Context: an optimization exercise on an open-source flow, tuned for small area. The choices shown serve that exercise and are no tape-out recipe.
Function was checked by simulation only, so behaviour that the tests miss may differ from the original.
Power and IR drop assume default switching activity.

===== flow/design.v =====
`timescale 1ns/10ps
`default_nettype none
package l1Pkg;
    localparam int bufferDepth = 512;
    localparam int l1Latency = 128;
    localparam int startupCycles = 512;
    localparam int periodicCount = 40;
    localparam int prbsWidth = 15;
    localparam logic [30:0] prbsSeed = 31'h2AAAAAAA;
    localparam int l1aThreshold = 819;
    localparam int queueDepth = 16;
    localparam int creditMax = 4;
    typedef logic [8:0] bunchIdT;
    typedef logic [13:0] hitWordT;
    typedef logic [prbsWidth-1:0] prbsWordT;
    typedef logic [15:0] frameWordT;
    typedef logic [4:0] eventNumT;
    typedef struct packed {
        logic valid;
        bunchIdT bunchId;
        hitWordT hit;
    } l1EventT;
endpackage
`default_nettype wire
`timescale 1ns/10ps
`default_nettype none
module prbs31
(
    input  logic clkTMR,
    input  logic reset,
    input  logic pause,
    output l1Pkg::prbsWordT prbsWord
);
    logic [30:0] state;
    logic [30:0] nextState;
    always_comb
    begin
        nextState = state;
        for (int i = 0; i < l1Pkg::prbsWidth; i++)
        begin
            nextState = {nextState[29:0], nextState[30] ^ nextState[27]};
        end
    end
    always_ff @(posedge clkTMR)
    begin
        if (reset)
        begin
            state <= l1Pkg::prbsSeed;
        end
        else if (!pause)
        begin
            state <= nextState;
        end
    end
    assign prbsWord = state[l1Pkg::prbsWidth-1:0];
endmodule
`default_nettype wire
`timescale 1ns/10ps
`default_nettype none
module testL1Generator
(
    input  logic clkTMR,
    input  logic reset,
    input  logic triggerDisable,
    input  logic triggerMode,
    input  l1Pkg::bunchIdT bunchId,
    output logic l1a
);
    l1Pkg::prbsWordT prbsWord;
    logic prbsPause;
    logic countPause;
    assign prbsPause = triggerDisable | ~triggerMode;
    assign countPause = triggerDisable | triggerMode;
    prbs31 prbs31_i
    (
        .clkTMR(clkTMR),
        .reset(reset),
        .pause(prbsPause),
        .prbsWord(prbsWord)
    );
    logic wrapped;
    logic started;
    always_ff @(posedge clkTMR)
    begin
        if (reset)
        begin
            wrapped <= 1'b0;
            started <= 1'b0;
        end
        else
        begin
            if (bunchId == l1Pkg::bunchIdT'(l1Pkg::startupCycles - l1Pkg::l1Latency - 1))
            begin
                wrapped <= 1'b1;
            end
            started <= wrapped;
        end
    end
    logic [5:0] trigCount;
    always_ff @(posedge clkTMR)
    begin
        if (reset)
        begin
            trigCount <= '0;
        end
        else if (!countPause)
        begin
            if (trigCount == 6'(l1Pkg::periodicCount))
            begin
                trigCount <= '0;
            end
            else
            begin
                trigCount <= trigCount + 6'd1;
            end
        end
    end
    assign l1a = started &
        (triggerMode ? (prbsWord < l1Pkg::prbsWordT'(l1Pkg::l1aThreshold))
                     : (trigCount == 6'(l1Pkg::periodicCount)));
endmodule
`default_nettype wire
`timescale 1ns/10ps
`default_nettype none
module hitBuffer
(
    input  logic clkTMR,
    input  logic reset,
    input  l1Pkg::hitWordT hitIn,
    input  logic l1a,
    output l1Pkg::bunchIdT bunchId,
    output l1Pkg::l1EventT l1Event
);
    always_ff @(posedge clkTMR)
    begin
        if (reset)
        begin
            bunchId <= l1Pkg::bunchIdT'(l1Pkg::bufferDepth - l1Pkg::l1Latency);
        end
        else
        begin
            bunchId <= bunchId + l1Pkg::bunchIdT'(1);
        end
    end
    localparam int hitW = 14;
    logic [l1Pkg::l1Latency*hitW-1:0] delayLine;
    always_ff @(posedge clkTMR)
    begin
        delayLine <= {delayLine[(l1Pkg::l1Latency-1)*hitW-1:0], hitIn};
    end
    assign l1Event = {l1a, bunchId, delayLine[l1Pkg::l1Latency*hitW-1 -: hitW]};
endmodule
`default_nettype wire
`timescale 1ns/10ps
`default_nettype none
module eventFramer
(
    input  logic clkTMR,
    input  logic reset,
    input  l1Pkg::l1EventT l1Event,
    input  logic creditReturn,
    output l1Pkg::frameWordT frameOut,
    output logic frameValid,
    output logic overflow
);
    localparam int ptrW = $clog2(l1Pkg::queueDepth);
    l1Pkg::bunchIdT bunchMem [l1Pkg::queueDepth];
    l1Pkg::hitWordT hitMem [l1Pkg::queueDepth];
    logic [ptrW:0] wrCount;
    logic [ptrW:0] rdCount;
    logic [ptrW:0] wrNext;
    logic [ptrW:0] rdNext;
    logic eventValid;
    logic queueFull;
    logic queueEmpty;
    logic fullNext;
    logic push;
    logic pop;
    assign queueEmpty = (wrCount == rdCount);
    assign queueFull = (wrCount[ptrW-1:0] == rdCount[ptrW-1:0]) & (wrCount[ptrW] ^ rdCount[ptrW]);
    assign push = eventValid & ~queueFull;
    assign wrNext = wrCount + (ptrW+1)'(push);
    assign rdNext = rdCount + (ptrW+1)'(pop);
    assign fullNext = (wrNext[ptrW-1:0] == rdNext[ptrW-1:0]) & (wrNext[ptrW] ^ rdNext[ptrW]);
    always_ff @(posedge clkTMR)
    begin
        if (l1Event.valid & ~fullNext)
        begin
            bunchMem[wrNext[ptrW-1:0]] <= l1Event.bunchId;
            hitMem[wrNext[ptrW-1:0]] <= l1Event.hit;
        end
    end
    always_ff @(posedge clkTMR)
    begin
        if (reset)
        begin
            eventValid <= 1'b0;
            wrCount <= '0;
            rdCount <= '0;
            overflow <= 1'b0;
        end
        else
        begin
            eventValid <= l1Event.valid;
            wrCount <= wrNext;
            rdCount <= rdNext;
            if (eventValid && queueFull)
            begin
                overflow <= 1'b1;
            end
        end
    end
    logic dataPhase;
    logic [2:0] credit;
    logic [ptrW-1:0] rdPtr;
    assign rdPtr = rdCount[ptrW-1:0];
    assign frameValid = ~queueEmpty && (credit != '0);
    logic [l1Pkg::queueDepth-1:0] rdSel;
    l1Pkg::bunchIdT headBunch;
    l1Pkg::hitWordT headHit;
    always_ff @(posedge clkTMR)
    begin
        if (reset)
        begin
            rdSel <= l1Pkg::queueDepth'(1);
        end
        else if (pop)
        begin
            rdSel <= {rdSel[l1Pkg::queueDepth-2:0], rdSel[l1Pkg::queueDepth-1]};
        end
    end
    always_comb
    begin
        headBunch = '0;
        headHit = '0;
        for (int i = 0; i < l1Pkg::queueDepth; i++)
        begin
            headBunch = headBunch | (bunchMem[i] & {9{rdSel[i]}});
            headHit = headHit | (hitMem[i] & {14{rdSel[i]}});
        end
    end
    assign frameOut = dataPhase ? {2'b01, headHit}
                                : {2'b10, rdCount, headBunch};
    assign pop = frameValid & dataPhase;
    always_ff @(posedge clkTMR)
    begin
        if (reset)
        begin
            dataPhase <= 1'b0;
            credit <= 3'(l1Pkg::creditMax);
        end
        else
        begin
            if (frameValid)
            begin
                dataPhase <= ~dataPhase;
            end
            case ({creditReturn, frameValid})
                2'b10: credit <= credit + 3'd1;
                2'b01: credit <= credit - 3'd1;
                default: credit <= credit;
            endcase
        end
    end
endmodule
`default_nettype wire
`timescale 1ns/10ps
`default_nettype none
module testReadoutTop
(
    input  logic clkTMR,
    input  logic reset,
    input  logic triggerDisable,
    input  logic triggerMode,
    input  l1Pkg::hitWordT hitIn,
    input  logic creditReturn,
    output logic l1a,
    output l1Pkg::frameWordT frameOut,
    output logic frameValid,
    output logic overflow
);
    l1Pkg::l1EventT l1Event;
    l1Pkg::bunchIdT bunchId;
    testL1Generator testL1Generator_i
    (
        .clkTMR(clkTMR),
        .reset(reset),
        .triggerDisable(triggerDisable),
        .triggerMode(triggerMode),
        .bunchId(bunchId),
        .l1a(l1a)
    );
    hitBuffer hitBuffer_i
    (
        .clkTMR(clkTMR),
        .reset(reset),
        .hitIn(hitIn),
        .l1a(l1a),
        .bunchId(bunchId),
        .l1Event(l1Event)
    );
    eventFramer eventFramer_i
    (
        .clkTMR(clkTMR),
        .reset(reset),
        .l1Event(l1Event),
        .creditReturn(creditReturn),
        .frameOut(frameOut),
        .frameValid(frameValid),
        .overflow(overflow)
    );
endmodule
`default_nettype wire

===== flow/flow/run.sh =====
#!/bin/bash
set -o pipefail
export CTS_ARGS="-sink_clustering_enable -repair_clock_nets -dont_use_dummy_load -buf_list sky130_fd_sc_hd__clkbuf_16 -sink_clustering_size 34 -sink_clustering_max_diameter 60"
export BUFFER_PORTS_ARGS="-buffer_cell sky130_fd_sc_hd__buf_1"
bash standard.sh finish > standard_flow.log 2>&1

===== flow/standard.sh =====
#!/bin/bash
# synth_recipe.tcl (not shown) runs the flow's synth.tcl, then flattens the netlist and writes it again
# the make line also repeats each setting of config.mk as NAME=value (left out here)
make -C /OpenROAD-flow-scripts/flow DESIGN_CONFIG=/design/flow/config.mk WORK_HOME=/design/flow/orfs CLKGATE_MAP_FILE= SYNTH_SCRIPT=/design/flow/synth_recipe.tcl "${@:-finish}"

===== flow/config.mk =====
export PLATFORM = sky130hd
export DESIGN_NAME = testReadoutTop
export DESIGN_NICKNAME = testReadoutTop
export VERILOG_FILES = /design/flow/design.v
export SDC_FILE = /design/flow/constraint.sdc
export NUM_CORES = 4
export LEC_CHECK = 0
export CAP_MARGIN = 20
export CORE_MARGIN = 2
export CORE_UTILIZATION = 70
export CTS_BUF_LIST = sky130_fd_sc_hd__clkbuf_8
export CTS_CLUSTER_DIAMETER = 60
export CTS_CLUSTER_SIZE = 18
export SLEW_MARGIN = 20
export SYNTH_MEMORY_MAX_BITS = 16384

===== flow/constraint.sdc =====
create_clock -name core_clock -period 10.0 [get_ports {clkTMR}]
set_input_delay 2.0000 -clock core_clock [delete_from_list [all_inputs] [get_ports {clkTMR}]]
set_output_delay 2.0000 -clock core_clock [all_outputs]
set_load 0.01 [all_outputs]

==> impl_results.md, run 1 <==
* Die width at 278 µm
* Design Area, Final at 56000 µm²
* H-tree Lvls at 3
* Via count at 20300
* Hold Vio Cnt, Final at 0
* Gr ovfl total at 0
* R2r setup slk at 5500 ps
* Max VDD drop at 0.223 mV
* Multi-input combinational cell area at 3650 µm²
* CP arrival at 3310 ps
* Setup Buffers After CTS at 0
* Dpl cell area at 53700 µm²
* Final std cells w/o fill at 3896
* Core area at 74300 µm²
* Hold-fix buffers at CTS at 0
* Filler Cell Count at 4271
* Yosys warns at 4
* CTS Sinks at 2240
* Sequential area share after synthesis at 92.6%
* Data required, critical path at 8000 ps
* Post-Route WL at 71600 µm
* Element type at the critical path start: register
* CTS clock-pin slew for the worst setup and hold paths at 110 ps
* Largest net degree at the start of global routing at 78
* Leak at 20.8 nW
* Antenna diode count at 0
* Most frequent cells in the layout: 1872 x dfxtp_1, 368 x edfxtp_1, 118 x a22oi_1
* Die area at 77100 µm²
* IO buf count at 37
* CTS root buf: clkbuf_16
* Worst relative slew slack at 24.2%
* Worst Hold Slack at 268 ps
* Hold Path Class: reg2reg
* RSZ-0062 raised after global routing: no
* Placer Congestion at 0.832
* Starting Density at 70.5%
* Initial antenna violation count at 0
* Sequential Area at 48500 µm²
* Post-CTS Resized at 0
* Clock share of power at 30.1%
* Hpwl dp at 35900 µm
* Kind of critical path: reg2out
* Async SR Flop Fraction at 0%
* Final setup vio count at 0
* Commonest non-fill, non-tap cell in the layout: dfxtp_1
* TritonCTS Buffers at 92
* Share of cells above drive strength 1 at 4.61%
* Setup crit end: frameOut[6]
* Logic pwr share at 0.3%
* Worst flop-to-flop path endpoint: eventFramer_i.bunchMem[15][7]
* Internal at 0.0110 W
* MaxCap Viol Count at 0
* DR vias/cell at 5.21
* Worst R2R Path Depth at 10
* Longest Clk Path Bufs at 3
* Synthesis-to-layout area growth at 6.90%
* TritonCTS clock tree: yes
* Yosys reg bits at 2240
* Synthesized netlist net count at 2873
* GRT Total Usage at 18.7%
* Mapped cell area at 52400 µm²
* Worst Path Max Fanout at 13
* Status: complete, no violations
* Net Sw Frac at 18.3%
* Vias in the first global route at 20400
* Fin Setup TNS at 0 ps
* FP Rows at 100
* Achievable Freq at 188 MHz
* Psw at 0.00246 W
* Initial DRC count at 1612
* First-pass GRT wire length at 113000 µm
* Netlist cell types at 45
* Number of enable flip-flop cells after synthesis at 368
* Primary FF master, synth: dfxtp_1
* PwrDens at 239 nW/µm²
* Reg-to-reg startpoint: eventFramer_i.dataPhase
* Placed Instances at 3803
* Routed Antenna Nets at 0
* Syn Inst Count at 2845
* Min Clock Period, post-route at 5310 ps
* Die Height at 278 µm
* Worst-Skew Late Latency at 680 ps
* Pre-Repair DR Iteration Count at 5
* Post-Route Skew at 78.3 ps
* DR WL/cell at 18.4 µm
* Final net count at 2957
* Period utilization at 53.1%
* Num ports at 38
* Crit. Startpoint: eventFramer_i.rdSel[9]
* Max Transition Viols Final at 0
* CP endpoint kind: primary output
* DRC viols at 0
* Worst-Margin Slew at 1110 ps
* Post-synthesis area per instance at 18.4 µm²
* Reg power frac at 69.6%
==> area by class of cell <==
class                      count  share of cell area [%]
sequential                  2240                    86.6
multi-input combinational    526                    6.52
clock buffer                  92                    4.11
tap                          969                    2.16
timing repair buffer          59                   0.558
inverter                      10                  0.0670
==> Yosys cell counts, drive strengths merged (3+ instances only) <==
| cell type | n | area, µm² |
|---|---|---|
| a31oi | 10 | 62.6 |
| ha | 8 | 100 |
| and3 | 5 | 31.3 |
| nand2 | 46 | 173 |
| dfxtp | 1872 | 37500 |
| edfxtp | 368 | 11100 |
| nor2b | 8 | 50.1 |
| mux2i | 15 | 150 |
| nand3b | 12 | 90.1 |
| clkbuf | 56 | 210 |
| o2111ai | 4 | 35.0 |
| a222oi | 18 | 180 |
| a41oi | 6 | 52.6 |
| nand3 | 30 | 150 |
| a22oi | 118 | 886 |
| a21oi | 13 | 65.1 |
| a22o | 15 | 131 |
| a211oi | 10 | 80.1 |
| nor3 | 4 | 20.0 |
| xor2 | 18 | 158 |
| o21ai | 4 | 20.0 |
| nand2b | 3 | 18.8 |
| inv | 10 | 37.5 |
| a2111oi | 9 | 78.8 |
| a211o | 7 | 61.3 |
| a221oi | 15 | 131 |
| nand4 | 21 | 131 |
| buf | 13 | 130 |
| xnor2 | 27 | 236 |
| nor2 | 90 | 338 |
==> metrics by stage <==
step | utilization, % | setup slack, ps | total power (W)
2_1_floorplan | - | 5600 | 0.00955
3_3_place_gp | 72.3 | 5180 | 0.00957
3_5_place_dp | 72.3 | 5120 | 0.00958
4_1_cts | 75.4 | 4670 | 0.0135
5_1_grt | 75.4 | 4570 | 0.0138
6_report | 75.4 | 4690 | 0.0134
==> logic make-up after synthesis <==
kind of cell	share of synthesized area, %
muxes	0.286
buffers and inverters	0.721
xor gates and xnor gates	0.752
DFF	92.6
AOI/OAI and AO/OA	3.46
adders and majority gates	0.229
and+or+nand+nor	1.99
==> worst min-delay path by stage <==
stage	endpoint	slack [ps]	startpoint	cells after the start
floorplan	hitBuffer_i.delayLine[1000]	310	hitBuffer_i.delayLine[986]	0
global placement	hitBuffer_i.delayLine[1787]	310	hitBuffer_i.delayLine[1773]	0
global route	hitBuffer_i.delayLine[217]	270	hitBuffer_i.delayLine[203]	0
CTS	hitBuffer_i.delayLine[217]	270	hitBuffer_i.delayLine[203]	0
finish	hitBuffer_i.delayLine[217]	270	hitBuffer_i.delayLine[203]	0
detailed placement	hitBuffer_i.delayLine[130]	310	hitBuffer_i.delayLine[116]	0
==> flip-flops by register name, summed over array words and instances, names as in the netlist <==
| signal | cells |
|---|---|
| eventFramer_i.hitMem | 224 |
| testL1Generator_i.prbs31_i.state | 31 |
| eventFramer_i.overflow | 1 |
| eventFramer_i.credit | 3 |
| eventFramer_i.dataPhase | 1 |
| eventFramer_i.bunchMem | 144 |
| hitBuffer_i.bunchId | 9 |
| testL1Generator_i.wrapped | 1 |
| testL1Generator_i.started | 1 |
| eventFramer_i.eventValid | 1 |
| hitBuffer_i.delayLine | 1792 |
| eventFramer_i.rdCount | 5 |
| eventFramer_i.wrCount | 5 |
| eventFramer_i.rdSel | 16 |
| testL1Generator_i.trigCount | 6 |
==> critical path: stages, from the launching register on <==
cell and delay [ps]:
dfxtp_1 520, buf_4 330, a222oi_1 340, nand3_1 190, a2111oi_0 840, buf_4 260, a31oi_1 50, buf_1 160
==> power by group through the flow <==
stage	Clock (W)	Combinational (W)	Sequential, W
after detailed placement	0	0.0000405	0.00954
final	0.00404	0.0000412	0.00934
after CTS	0.00414	0.0000411	0.00934
after floorplan	0	0.0000313	0.00952
after global routing	0.00444	0.0000467	0.00936
after global placement	0	0.0000383	0.00954
==> routing by layer <==
metal	vias up	routed length [µm]	global-route usage, %
li1	9680	-	-
met1	9890	31900	26.1
met2	580	33500	30.6
met3	151	4060	2.89
met4	0	2190	6.43
met5	-	0	0
==> inputs of run 2 (changes only) <==
==> flow/flow/run.sh (replaced) <==
#!/bin/bash
set -o pipefail
export CTS_ARGS="-sink_clustering_enable -repair_clock_nets -dont_use_dummy_load -buf_list sky130_fd_sc_hd__clkbuf_8 -sink_clustering_size 20 -sink_clustering_max_diameter 50"
export BUFFER_PORTS_ARGS="-buffer_cell sky130_fd_sc_hd__buf_1"
bash standard.sh finish > standard_flow.log 2>&1
==> run 2 against run 1 <==
Flip-flop and latch count is the same. Power shrank 2.9%. Global-route usage down 0.13 points. Final cell count increased by 1.4%. Non-clock buffer count unchanged. Sequential power barely moved. Fmax down 1.9%. Critical path type unchanged.
==> impl_results.md, run 2 <==
* Sequential area share after synthesis at 92.6% (unchanged)
* Worst slack, placed at 5120 ps (unchanged)
* Final std cells w/o fill at 3949 (+1.4%)
* Via count at 20500 (+1.1%)
* CTS Sinks at 2240 (unchanged)
* Hold Startpoint: hitBuffer_i.delayLine[70]
* Longest Clk Path Bufs at 3 (unchanged)
* Commonest non-fill, non-tap cell in the layout: dfxtp_1
* Most frequent cells in the layout: 1872 x dfxtp_1, 368 x edfxtp_1, 144 x clkbuf_8
* Cell taking the most area after synthesis: dfxtp_1
* R2r setup slk at 5440 ps (-60 ps)
* Placed Instances at 3803 (unchanged)
* Mapped cell area at 52400 µm² (unchanged)
* Achievable Freq at 185 MHz (-1.9%)
* DR WL/cell at 17.9 µm (-2.8%)
* Crit. Startpoint: eventFramer_i.rdSel[9]
* CP peak stage delay at 790 ps (-50 ps)
* Top cell type's share of synthesized area at 71.5% (unchanged)
* Initial antenna violation count at 1 (+1)
* Hold Path Class: reg2reg
* Worst-Margin Slew at 1050 ps (-55.3 ps)
* Post-Route WL at 70600 µm (-1.5%)
* Top cells by area, synth: dfxtp_1 71%, edfxtp_1 21%, a22oi_1 1.7%
* Post-synth top cells: 1872 x dfxtp_1, 368 x edfxtp_1, 118 x a22oi_1
* Max Transition Viols Final at 0 (unchanged)
* Largest net degree at the start of global routing at 78 (unchanged)
* CP endpoint kind: primary output
* Post-CTS Resized at 0 (unchanged)
* Max FFs per register at 1792 (unchanged)
* Placer Congestion at 0.832 (unchanged)
* Starting Density at 70.5% (unchanged)
* Final setup vio count at 0 (unchanged)
* DR vias/cell at 5.20 (-0.26%)
* Leak at 20.7 nW (-0.47%)
* Setup Buffers After CTS at 0 (unchanged)
* DRC viols at 0 (unchanged)
* Data required, critical path at 8000 ps (about the same)
* Gr ovfl total at 0 (unchanged)
* Crit-path most repeated cell: buf_4
* IO buf count at 37 (unchanged)
* Status: complete, no violations
* MaxCap Viol Count at 0 (unchanged)
* Crit path max-delay cell type: a2111oi_0
* Worst relative slew slack at 27.9% (+3.8 points)
* Syn Inst Count at 2845 (unchanged)
* Worst Hold Slack at 251 ps (-16.7 ps)
* Pre-Repair DR Iteration Count at 5 (unchanged)
* Primary FF master, synth: dfxtp_1
* Die Height at 278 µm (unchanged)
* Period utilization at 54.1% (+1.0 points)
* Async SR Flop Fraction at 0% (unchanged)
* TritonCTS clock tree: yes
* GRT Total Usage at 18.6% (-0.13 points)
* Core area at 74300 µm² (unchanged)
* Hold-fix buffers at CTS at 0 (unchanged)
* PwrDens at 234 nW/µm² (-2.3%)
* Min Clock Period, post-route at 5410 ps (+101 ps)
* Top reg by flops: hitBuffer_i.delayLine
* First-pass GRT wire length at 112000 µm (-1.0%)
* Die area at 77100 µm² (unchanged)
* Element type at the critical path start: register
* Most common cell in the netlist: dfxtp_1
* CP arrival at 3410 ps (+100 ps)
* Vias in the first global route at 20800 (+1.9%)
* Post-Route Skew at 76.6 ps (-1.71 ps)
* CTS clock-pin slew for the worst setup and hold paths at 100 ps (about the same)
* Number of enable flip-flop cells after synthesis at 368 (unchanged)
* Synthesized netlist net count at 2873 (unchanged)
* Share of cells above drive strength 1 at 6.28% (+1.7 points)
* Fin Setup TNS at 0 ps (unchanged)
* Synthesis-to-layout area growth at 6.29%
* Initial DRC count at 1556 (-3.5%)
* Max VDD drop at 0.179 mV (-20%)
* Worst-path cell chain: buf_4 > a222oi_1 > nand3_1 > a2111oi_0 > buf_4 > a31oi_1 > buf_1
* Yosys reg bits at 2240 (unchanged)
* Netlist cell types at 45 (unchanged)
* Hpwl dp at 35900 µm (unchanged)
* H-tree Lvls at 4 (+1)
* CTS root buf: clkbuf_8
* TritonCTS Buffers at 144 (+57%)
* Hold Vio Cnt, Final at 0 (unchanged)
* Worst setup slack after layout at 4590 ps (-101 ps)
* Reg-to-reg startpoint: eventFramer_i.dataPhase
* Die width at 278 µm (unchanged)
* Num ports at 38 (unchanged)
* Yosys warns at 4 (unchanged)
* RSZ-0062 raised after global routing: no
* Routed Antenna Nets at 0 (unchanged)
* Worst-Skew Late Latency at 790 ps (+110 ps)
* FP Rows at 100 (unchanged)
* Post-synthesis area per instance at 18.4 µm² (unchanged)
* Final net count at 3009 (+1.8%)
* Kind of critical path: reg2out
* Worst Path Max Fanout at 13 (unchanged)
[run 2: cell types whose count changed in the layout (fill, tap and decap cells not counted)]
cell / change
clkbuf_8: +144
clkbuf_16: -92
diode_2: +1
[run 2: path summary, 6_finish.rpt]
path / endpoint / cells after the start
setup / recovery: frameOut[6] / 7
hold / removal: hitBuffer_i.delayLine[84] / 0
setup reg to reg: eventFramer_i.hitMem[13][0] / 10
hold reg to reg: hitBuffer_i.delayLine[84] / 0
[run 2: per-layer routing]
metal	global-route usage [%]	up-vias	share of wire [%]	wire length (µm)
li1	-	9776	-	-
met1	25.5	9960	44	31400
met2	29.5	597	46	32500
met3	3.88	190	6.4	4530
met4	7.47	0	3.1	2200
met5	0	-	0	0
[run 2: where the power goes]
part	total, W	switching [W]	internal [W]	leakage (nW)
registers	0.00934	0.0000500	0.00929	18.4
clock network	0.00366	0.00236	0.00130	1.04
logic	0.0000409	0.0000228	0.0000181	1.25
total	0.0130	0.00243	0.0106	20.7
[run 2: area by class of cell]
type	instances	area, µm²
sequential	2240	48500
multi-input combinational	526	3650
fill	4319	18600
inverter	10	37.5
clock buffer	144	1980
timing repair buffer	59	313
antenna	1	2.50
tap	969	1210
[run 2: cells by family after synthesis]
| logic type | share of synthesized area (%) |
|---|---|
| xor gates and xnor gates | 0.752 |
| buffers and inverters | 0.721 |
| adders and majority gates | 0.229 |
| DFF | 92.6 |
| and+or+nand+nor | 1.99 |
| AOI/OAI and AO/OA | 3.46 |
| muxes | 0.286 |
[run 2: metrics by stage]
stage | area (µm²) | utilization (%) | total power (W)
after floorplan | 52400 | - | 0.00955
after global placement | 53700 | 72.3 | 0.00957
after detailed placement | 53700 | 72.3 | 0.00958
after CTS | 55700 | 74.9 | 0.0132
after global routing | 55700 | 75.0 | 0.0135
final | 55700 | 75.0 | 0.0130
[run 2: worst max-delay path: cells and delay by family, from the launching register on]
family                 cells  cell delay (ps)
and+or+nand+nor            1              190
buffers and inverters      3              750
DFF                        1              530
AOI/OAI and AO/OA          3             1190
==> inputs of run 3 (changes only) <==
==> flow/flow/run.sh (replaced) <==
#!/bin/bash
set -o pipefail
export CTS_ARGS="-sink_clustering_enable -repair_clock_nets -dont_use_dummy_load -buf_list sky130_fd_sc_hd__clkbuf_8 -sink_clustering_size 20 -sink_clustering_max_diameter 75"
export BUFFER_PORTS_ARGS="-buffer_cell sky130_fd_sc_hd__buf_1"
bash standard.sh finish > standard_flow.log 2>&1
--- a/flow/config.mk
+++ b/flow/config.mk
@@ -7,7 +7,7 @@
 export LEC_CHECK = 0
 export CAP_MARGIN = 20
 export CORE_MARGIN = 2
-export CORE_UTILIZATION = 70
+export CORE_UTILIZATION = 75
 export CTS_BUF_LIST = sky130_fd_sc_hd__clkbuf_8
 export CTS_CLUSTER_DIAMETER = 60
 export CTS_CLUSTER_SIZE = 18
==> run 3 against run 2 <==
Still clean. Via count grew 0.97%. Critical path depth shrank 1. Sequential power about the same. Area after synthesis stayed put. Die area is 6.6% lower. Clock skew is 11 ps lower. Power fell by 0.57%. Register-to-register slack better by 260 ps. Clock power decreased by 2%. Core utilization rose by 5.5 points. Sequential share of layout area grew 0.37 points. Critical path type unchanged. Largest cell class unchanged. Largest power group unchanged. Highest routed layer unchanged.
==> impl_results.md, run 3 <==
* Status: complete, no violations
* Mapped cell area at 52400 µm² (unchanged)
* Pre-Repair DR Iteration Count at 6 (+1)
* DR WL/cell at 20.3 µm (+13%)
* Final setup vio count at 0 (unchanged)
* CTS root buf: clkbuf_8
* Sequential area share after synthesis at 92.6% (unchanged)
* CTS Sinks at 2240 (unchanged)
* TritonCTS Buffers at 130 (-9.7%)
* Hold Vio Cnt, Final at 0 (unchanged)
* Top cell type's share of synthesized area at 71.5% (unchanged)
* Commonest non-fill, non-tap cell in the layout: dfxtp_1
* Element type at the critical path start: register
* Netlist cell types at 45 (unchanged)
* Placed Instances at 3773 (-0.79%)
* Number of enable flip-flop cells after synthesis at 368 (unchanged)
* Data required, critical path at 8000 ps (about the same)
* Reg power frac at 72.1% (+0.5 points)
* Core area at 68900 µm² (-7.2%)
* H-tree Lvls at 4 (unchanged)
* Worst flop-to-flop path endpoint: eventFramer_i.bunchMem[10][5]
* Post-Route Skew at 65.3 ps (-11.3 ps)
* Worst relative slew slack at 16.8% (-11 points)
* Reg-to-reg startpoint: eventFramer_i.rdCount[0]
* DRC viols at 0 (unchanged)
* Hold-fix buffers at CTS at 0 (unchanged)
* Leak at 20.6 nW (-0.29%)
* RSZ-0062 raised after global routing: no
* Die width at 268 µm (-3.3%)
* Final std cells w/o fill at 3905 (-1.1%)
* Gr ovfl total at 0 (unchanged)
* Kind of critical path: reg2out
* First-pass GRT wire length at 124000 µm (+11%)
* Logic pwr share at 0.3% (about the same)
* Hold Path Cell Cnt at 0 (unchanged)
* Clock share of power at 27.6% (-0.5 points)
* Hold Startpoint: hitBuffer_i.delayLine[79]
* Most frequent cells in the layout: 1872 x dfxtp_1, 368 x edfxtp_1, 130 x clkbuf_8
* Async SR Flop Fraction at 0% (unchanged)
* Primary FF master, synth: dfxtp_1
* TritonCTS clock tree: yes
* Worst R2R Path Depth at 10 (unchanged)
* Net Sw Frac at 19.1% (+0.43 points)
* Initial antenna violation count at 2 (+1)
* Max FFs per register at 1792 (unchanged)
* MaxCap Viol Count at 0 (unchanged)
* CP bufs+invs at 2 (-1)
* PwrDens at 234 nW/µm² (-0.14%)
* Worst-Margin Slew at 1220 ps (+163 ps)
* Via count at 20700 (+0.97%)
* Post-CTS Resized at 0 (unchanged)
* DR vias/cell at 5.31 (+2.1%)
* Synthesized netlist net count at 2873 (unchanged)
* CP peak stage delay at 1020 ps (+230 ps)
* Crit path max-delay cell type: a2111oi_0
* CP endpoint kind: primary output
* Worst setup slack after layout at 4560 ps (-29.4 ps)
* Initial DRC count at 1829 (+18%)
* Top reg by flops: hitBuffer_i.delayLine
* Final net count at 3003 (-0.20%)
* Top cells by area, synth: dfxtp_1 71%, edfxtp_1 21%, a22oi_1 1.7%
* Worst Hold Slack at 249 ps (-2.45 ps)
* IO buf count at 37 (unchanged)
* Max VDD drop at 0.189 mV (+5.8%)
* Filler Cell Count at 3202 (-26%)
* CTS clock-pin slew for the worst setup and hold paths at 120 ps (+20 ps)
* Starting Density at 76.0% (+5.5 points)
* Psw at 0.00248 W (+1.7%)
* Period utilization at 54.4% (+0.29 points)
* FP Rows at 96 (-4.0%)
* Share of cells above drive strength 1 at 5.85% (-0.42 points)
* Die area at 72000 µm² (-6.6%)
* Min Clock Period, post-route at 5440 ps (+29.4 ps)
* Internal at 0.0105 W (-1.1%)
* Hpwl dp at 40900 µm (+14%)
* Max Transition Viols Final at 0 (unchanged)
* Post-Route WL at 79200 µm (+12%)
* Post-synthesis area per instance at 18.4 µm² (unchanged)
* Worst-path cell chain: buf_4 > a222oi_1 > nand3_1 > a2111oi_0 > a31oi_1 > buf_1
* Routed Antenna Nets at 0 (unchanged)
* Die Height at 268 µm (-3.3%)
* Num ports at 38 (unchanged)
* Most common cell in the netlist: dfxtp_1
* Design Power at 0.0130 W (-0.57%)
* Post-synth top cells: 1872 x dfxtp_1, 368 x edfxtp_1, 118 x a22oi_1
* Vias in the first global route at 21900 (+5.1%)
* Worst slack, placed at 5120 ps (+1.17 ps)
* Cell taking the most area after synthesis: dfxtp_1
* Yosys warns at 4 (unchanged)
* CP arrival at 3440 ps (+30 ps)
* Longest Clk Path Bufs at 3 (unchanged)
* R2r setup slk at 5700 ps (+260 ps)
* End of the worst hold path: hitBuffer_i.delayLine[93]
* Achievable Freq at 184 MHz (-0.54%)
* Cell family with most CP delay: compound AO/OA/AOI/OAI gates
* Worst-Skew Late Latency at 810 ps (+20 ps)
* Placer Congestion at 0.783 (-5.9%)
* Largest net degree at the start of global routing at 78 (unchanged)
* Hold Path Class: reg2reg
* Yosys reg bits at 2240 (unchanged)
* Syn Inst Count at 2845 (unchanged)
* Synthesis-to-layout area growth at 5.84%
* Setup Buffers After CTS at 0 (unchanged)
* GRT Total Usage at 22.8% (+4.2 points)
* Worst Path Max Fanout at 13 (unchanged)
* Fin Setup TNS at 0 ps (unchanged)
-- run 3: stage by stage --
step | utilization, % | instance area (µm²)
3_5_place_dp | 77.9 | 53700
5_1_grt | 80.5 | 55500
6_report | 80.5 | 55500
4_1_cts | 80.5 | 55500
3_3_place_gp | 77.9 | 53700
2_1_floorplan | - | 52400
-- run 3: worst reg2reg max path, cell delays in order (launching register included) --
cell and delay [ps]:
dfxtp_1 360, xor2_1 180, nor4_2 580, a21boi_0 210, ha_1 250, ha_1 220
xnor2_1 440, xnor2_1 170, nand3b_1 140, o2111ai_1 390, nor2_4 920
-- run 3: area by class of cell --
class | instances | area, µm² | area share [%]
Sequential cell | 2240 | 48500 | 87.5
Multi-Input combinational cell | 526 | 3600 | 6.49
Clock buffer | 130 | 1790 | 3.22
Tap cell | 931 | 1160 | 2.10
Timing Repair Buffer | 67 | 369 | 0.665
Inverter | 10 | 37.5 | 0.0676
Antenna cell | 1 | 2.50 | 0.00451
-- run 3: worst max-delay path by stage --
| stage | start | end | slack (ps) | cells past startpoint |
|---|---|---|---|---|
| 6_report | eventFramer_i.rdSel[5] | frameOut[8] | 4560 | 6 |
| 5_1_grt | eventFramer_i.rdSel[5] | frameOut[8] | 4570 | 6 |
| 4_1_cts | eventFramer_i.rdSel[5] | frameOut[8] | 4690 | 6 |
| 3_5_place_dp | triggerMode | l1a | 5120 | 4 |
| 3_3_place_gp | triggerMode | l1a | 5220 | 4 |
| 2_1_floorplan | triggerMode | l1a | 5600 | 2 |
-- run 3: cells by family after synthesis --
| family | count (synthesis) | share of synthesized area (%) |
|---|---|---|
| AOI/OAI and AO/OA | 233 | 3.46 |
| xor gates and xnor gates | 45 | 0.752 |
| adders and majority gates | 9 | 0.229 |
| buffers and inverters | 79 | 0.721 |
| DFF | 2240 | 92.6 |
| muxes | 15 | 0.286 |
| and+or+nand+nor | 224 | 1.99 |
-- run 3: per-layer routing --
layer / global-route usage (%) / vias to the layer above / routed length (µm)
met2: 38.9 / 675 / 39500
met4: 9.23 / 0 / 2650
li1: - / 9760 / -
met3: 4.00 / 192 / 4880
met5: 0 / - / 0
met1: 29.4 / 10100 / 32100
-- run 3: power groups by stage --
stage	clock, W	combinational [W]	sequential, W
after floorplan	0	0.0000313	0.00952
after CTS	0.00367	0.0000406	0.00935
after global placement	0	0.0000376	0.00954
after detailed placement	0	0.0000403	0.00955
final	0.00357	0.0000407	0.00935
after global routing	0.00395	0.0000458	0.00937
==> inputs of run 4 (changes only) <==
--- a/flow/config.mk
+++ b/flow/config.mk
@@ -7,7 +7,7 @@
 export LEC_CHECK = 0
 export CAP_MARGIN = 20
 export CORE_MARGIN = 2
-export CORE_UTILIZATION = 75
+export CORE_UTILIZATION = 70
 export CTS_BUF_LIST = sky130_fd_sc_hd__clkbuf_8
 export CTS_CLUSTER_DIAMETER = 60
 export CTS_CLUSTER_SIZE = 18
==> run 4 against run 3 <==
Still clean on timing, DRC and antenna. Sequential share of layout area decreased by 0.069 points. Fmax decreased by 3.0%. Via count decreased by 1.7%. Critical path depth increased by 1. Worst setup slack got worse by 170 ps. Sequential power about the same. Power decreased by 0.64%. Synthesized cell count unchanged. Critical endpoint is now frameOut[6]. Largest cell class unchanged. Highest routed layer unchanged.
==> impl_results.md, run 4 <==
* Status: complete, no violations
* Top cell type's share of synthesized area at 71.5% (unchanged)
* Cell family with most CP delay: compound AO/OA/AOI/OAI gates
* Most frequent cells in the layout: 1872 x dfxtp_1, 368 x edfxtp_1, 130 x clkbuf_8
* Worst relative slew slack at 27.3% (+10 points)
* Yosys warns at 4 (unchanged)
* Starting Density at 70.5% (-5.5 points)
* TritonCTS clock tree: yes
* Sequential area share after synthesis at 92.6% (unchanged)
* Worst-Skew Late Latency at 800 ps (about the same)
* Num ports at 38 (unchanged)
* DR WL/cell at 17.9 µm (-12%)
* Most common cell in the netlist: dfxtp_1
* Post-Route Skew at 74.4 ps (+9.06 ps)
* Element type at the critical path start: register
* GRT Total Usage at 18.5% (-4.3 points)
* Syn Inst Count at 2845 (unchanged)
* Die Height at 278 µm (+3.5%)
* CP peak stage delay at 920 ps (-100 ps)
* Final net count at 2995 (-0.27%)
* RSZ-0062 raised after global routing: no
* Routed wl met2 at 32800 µm (-17%)
* Leak at 20.6 nW (-0.20%)
* Synthesized netlist net count at 2873 (unchanged)
* Min Clock Period, post-route at 5610 ps (+166 ps)
* Synthesis-to-layout area growth at 5.93% (about the same)
* Hold Path Class: reg2reg
* Worst setup slack after layout at 4390 ps (-166 ps)
* Number of enable flip-flop cells after synthesis at 368 (unchanged)
* Die area at 77100 µm² (+7.0%)
* Sequential Area at 48500 µm² (unchanged)
* Worst slack, placed at 5120 ps (-1.17 ps)
* FP Rows at 100 (+4.2%)
* TritonCTS Buffers at 130 (unchanged)
* Gr ovfl total at 0 (unchanged)
* Netlist cell types at 45 (unchanged)
* Async SR Flop Fraction at 0% (unchanged)
* Routed met3 length at 4170 µm (-15%)
* Max VDD drop at 0.182 mV (-3.6%)
* Max FFs per register at 1792 (unchanged)
* Initial DRC count at 1611 (-12%)
* Worst-Margin Slew at 1060 ps (-154 ps)
* Share of cells above drive strength 1 at 5.83% (-0.018 points)
* Pre-Repair DR Iteration Count at 7 (+1)
* Worst-path cell chain: buf_4 > a222oi_1 > nand3_1 > a2111oi_0 > buf_4 > a31oi_1 > buf_1
* Mapped cell area at 52400 µm² (unchanged)
* Crit-path most repeated cell: buf_4
* Core area at 74300 µm² (+7.8%)
* First-pass GRT wire length at 111000 µm (-10%)
* Hpwl dp at 35900 µm (-12%)
* DR vias/cell at 5.18 (-2.5%)
* Kind of critical path: reg2out
* Hold Vio Cnt, Final at 0 (unchanged)
* Filler Cell Count at 4348 (+36%)
* CP bufs+invs at 3 (+1)
* CP endpoint kind: primary output
* Max Transition Viols Final at 0 (unchanged)
* DRC viols at 0 (unchanged)
* Final setup vio count at 0 (unchanged)
* Multi-input combinational cell area at 3650 µm² (+1.5%)
* H-tree Lvls at 4 (unchanged)
* CTS clock-pin slew for the worst setup and hold paths at 120 ps (about the same)
* Post-Route WL at 70300 µm (-11%)
* Die width at 278 µm (+3.5%)
* Achievable Freq at 178 MHz (-3.0%)
* Top cells by area, synth: dfxtp_1 71%, edfxtp_1 21%, a22oi_1 1.7%
* PwrDens at 232 nW/µm² (-0.72%)
* Initial antenna violation count at 1 (-1)
* Fin Setup TNS at 0 ps (unchanged)
* Hold-fix buffers at CTS at 0 (unchanged)
* Data required, critical path at 8000 ps (about the same)
* Via count at 20400 (-1.7%)
* Top reg by flops: hitBuffer_i.delayLine
* Worst Hold Slack at 266 ps (+17.8 ps)
* Worst Path Max Fanout at 13 (unchanged)
* Post-synthesis area per instance at 18.4 µm² (unchanged)
* Setup Buffers After CTS at 0 (unchanged)
* Routed Antenna Nets at 0 (unchanged)
* Period utilization at 56.1% (+1.7 points)
* Yosys reg bits at 2240 (unchanged)
* Largest net degree at the start of global routing at 78 (unchanged)
* Post-synth top cells: 1872 x dfxtp_1, 368 x edfxtp_1, 118 x a22oi_1
* CTS root buf: clkbuf_8
* Primary FF master, synth: dfxtp_1
* CP arrival at 3610 ps (+170 ps)
* Crit path max-delay cell type: a2111oi_0
* MaxCap Viol Count at 0 (unchanged)
* Placer Congestion at 0.832 (+6.3%)
* IO buf count at 37 (unchanged)
* CTS Sinks at 2240 (unchanged)
* Max Used Layer: met4
* Longest Clk Path Bufs at 3 (unchanged)
* WL met1 at 31400 µm (-2.1%)
* Commonest non-fill, non-tap cell in the layout: dfxtp_1
* Post-CTS Resized at 0 (unchanged)
* Cell taking the most area after synthesis: dfxtp_1
* Vias in the first global route at 20600 (-5.9%)
==> run 4: cell families after synthesis <==
family,Yosys count,share of synthesized area (%)
AO/OA/AOI/OAI,233,3.46
multiplexers,15,0.286
XOR/XNOR,45,0.752
buffers and inverters,79,0.721
AND/OR/NAND/NOR,224,1.99
adder cells (fa/ha/maj),9,0.229
flip-flops,2240,92.6
==> run 4: layer usage <==
layer / GRT usage [%] / vias up
met5: 0 / -
met4: 7.00 / 0
met3: 3.54 / 155
met2: 29.7 / 563
met1: 25.6 / 9902
li1: - / 9749
==> run 4: worst paths after layout <==
check / from / end / slack [ps] / cells after the start
hold reg to reg: hitBuffer_i.delayLine[98] / hitBuffer_i.delayLine[112] / 270 / 0
setup / recovery: eventFramer_i.rdSel[9] / frameOut[6] / 4390 / 7
setup reg to reg: eventFramer_i.dataPhase / eventFramer_i.bunchMem[1][5] / 5450 / 10
hold / removal: hitBuffer_i.delayLine[98] / hitBuffer_i.delayLine[112] / 270 / 0
==> run 4: final cells by class <==
type,instances,share of cell area [%]
diodes,1,0.00451
flip-flops and latches,2240,87.4
well taps,969,2.18
inverters,10,0.0676
clock buffers,130,3.22
repair buffers,59,0.563
multi-input cells,526,6.58
==> run 4: worst reg2reg max path, cell delays in order (launching register included) <==
cell and delay, ps:
dfxtp_1 320, buf_4 430, inv_1 180, a211oi_4 610, ha_1 310, ha_1 210
nand3_1 100, xor2_1 260, xnor2_1 230, o2111ai_1 470, nor2_4 990
==> run 4: metrics by stage <==
stage / util [%] / cell area (µm²) / cells / total power (W)
6_report: 74.7 / 55500 / 3935 / 0.0129
5_1_grt: 74.7 / 55500 / 3935 / 0.0133
4_1_cts: 74.7 / 55500 / 3933 / 0.0130
3_5_place_dp: 72.3 / 53700 / 3803 / 0.00958
3_3_place_gp: 72.3 / 53700 / 3803 / 0.00957
2_1_floorplan: - / 52400 / 2845 / 0.00955
==> run 4: power breakdown <==
group / leakage [nW] / switching (W) / internal (W)
clock: 0.935 / 0.00232 / 0.00118
combinational: 1.25 / 0.0000227 / 0.0000181
sequential: 18.4 / 0.0000502 / 0.00929

## afterwards: timing with drivers on the ports
No port has a modelled driver above. Below, the same layouts with a new extraction and two added sets of constraints. Step 1 (the two cells are an assumption about what drives the block):
set clk [get_ports {clkTMR}]
set_driving_cell -lib_cell sky130_fd_sc_hd__clkbuf_16 $clk
set_driving_cell -lib_cell sky130_fd_sc_hd__buf_2 [delete_from_list [all_inputs] $clk]
Step 2, shift: input delay + t, output delay - t, t = (earliest + latest rising clock arrival at the registers) / 2. This alone moves slack from input paths to output paths. a / b / c = ideal ports / drivers / drivers and shift; a / b = the first two.
| run | shift t [ns] | setup slack, ns | worst register clock-pin slew, ns |
|---|---|---|---|
| run 1 | 0.707 | 4.689 / 4.622 / 5.047 | 0.12 / 0.12 |
| run 2 | 0.818 | 4.588 / 4.528 / 5.064 | 0.11 / 0.11 |
| run 3 | 0.830 | 4.559 / 4.500 / 5.001 | 0.12 / 0.12 |
| run 4 | 0.816 | 4.393 / 4.334 / 5.046 | 0.12 / 0.12 |
After both steps every run listed still meets setup and hold.
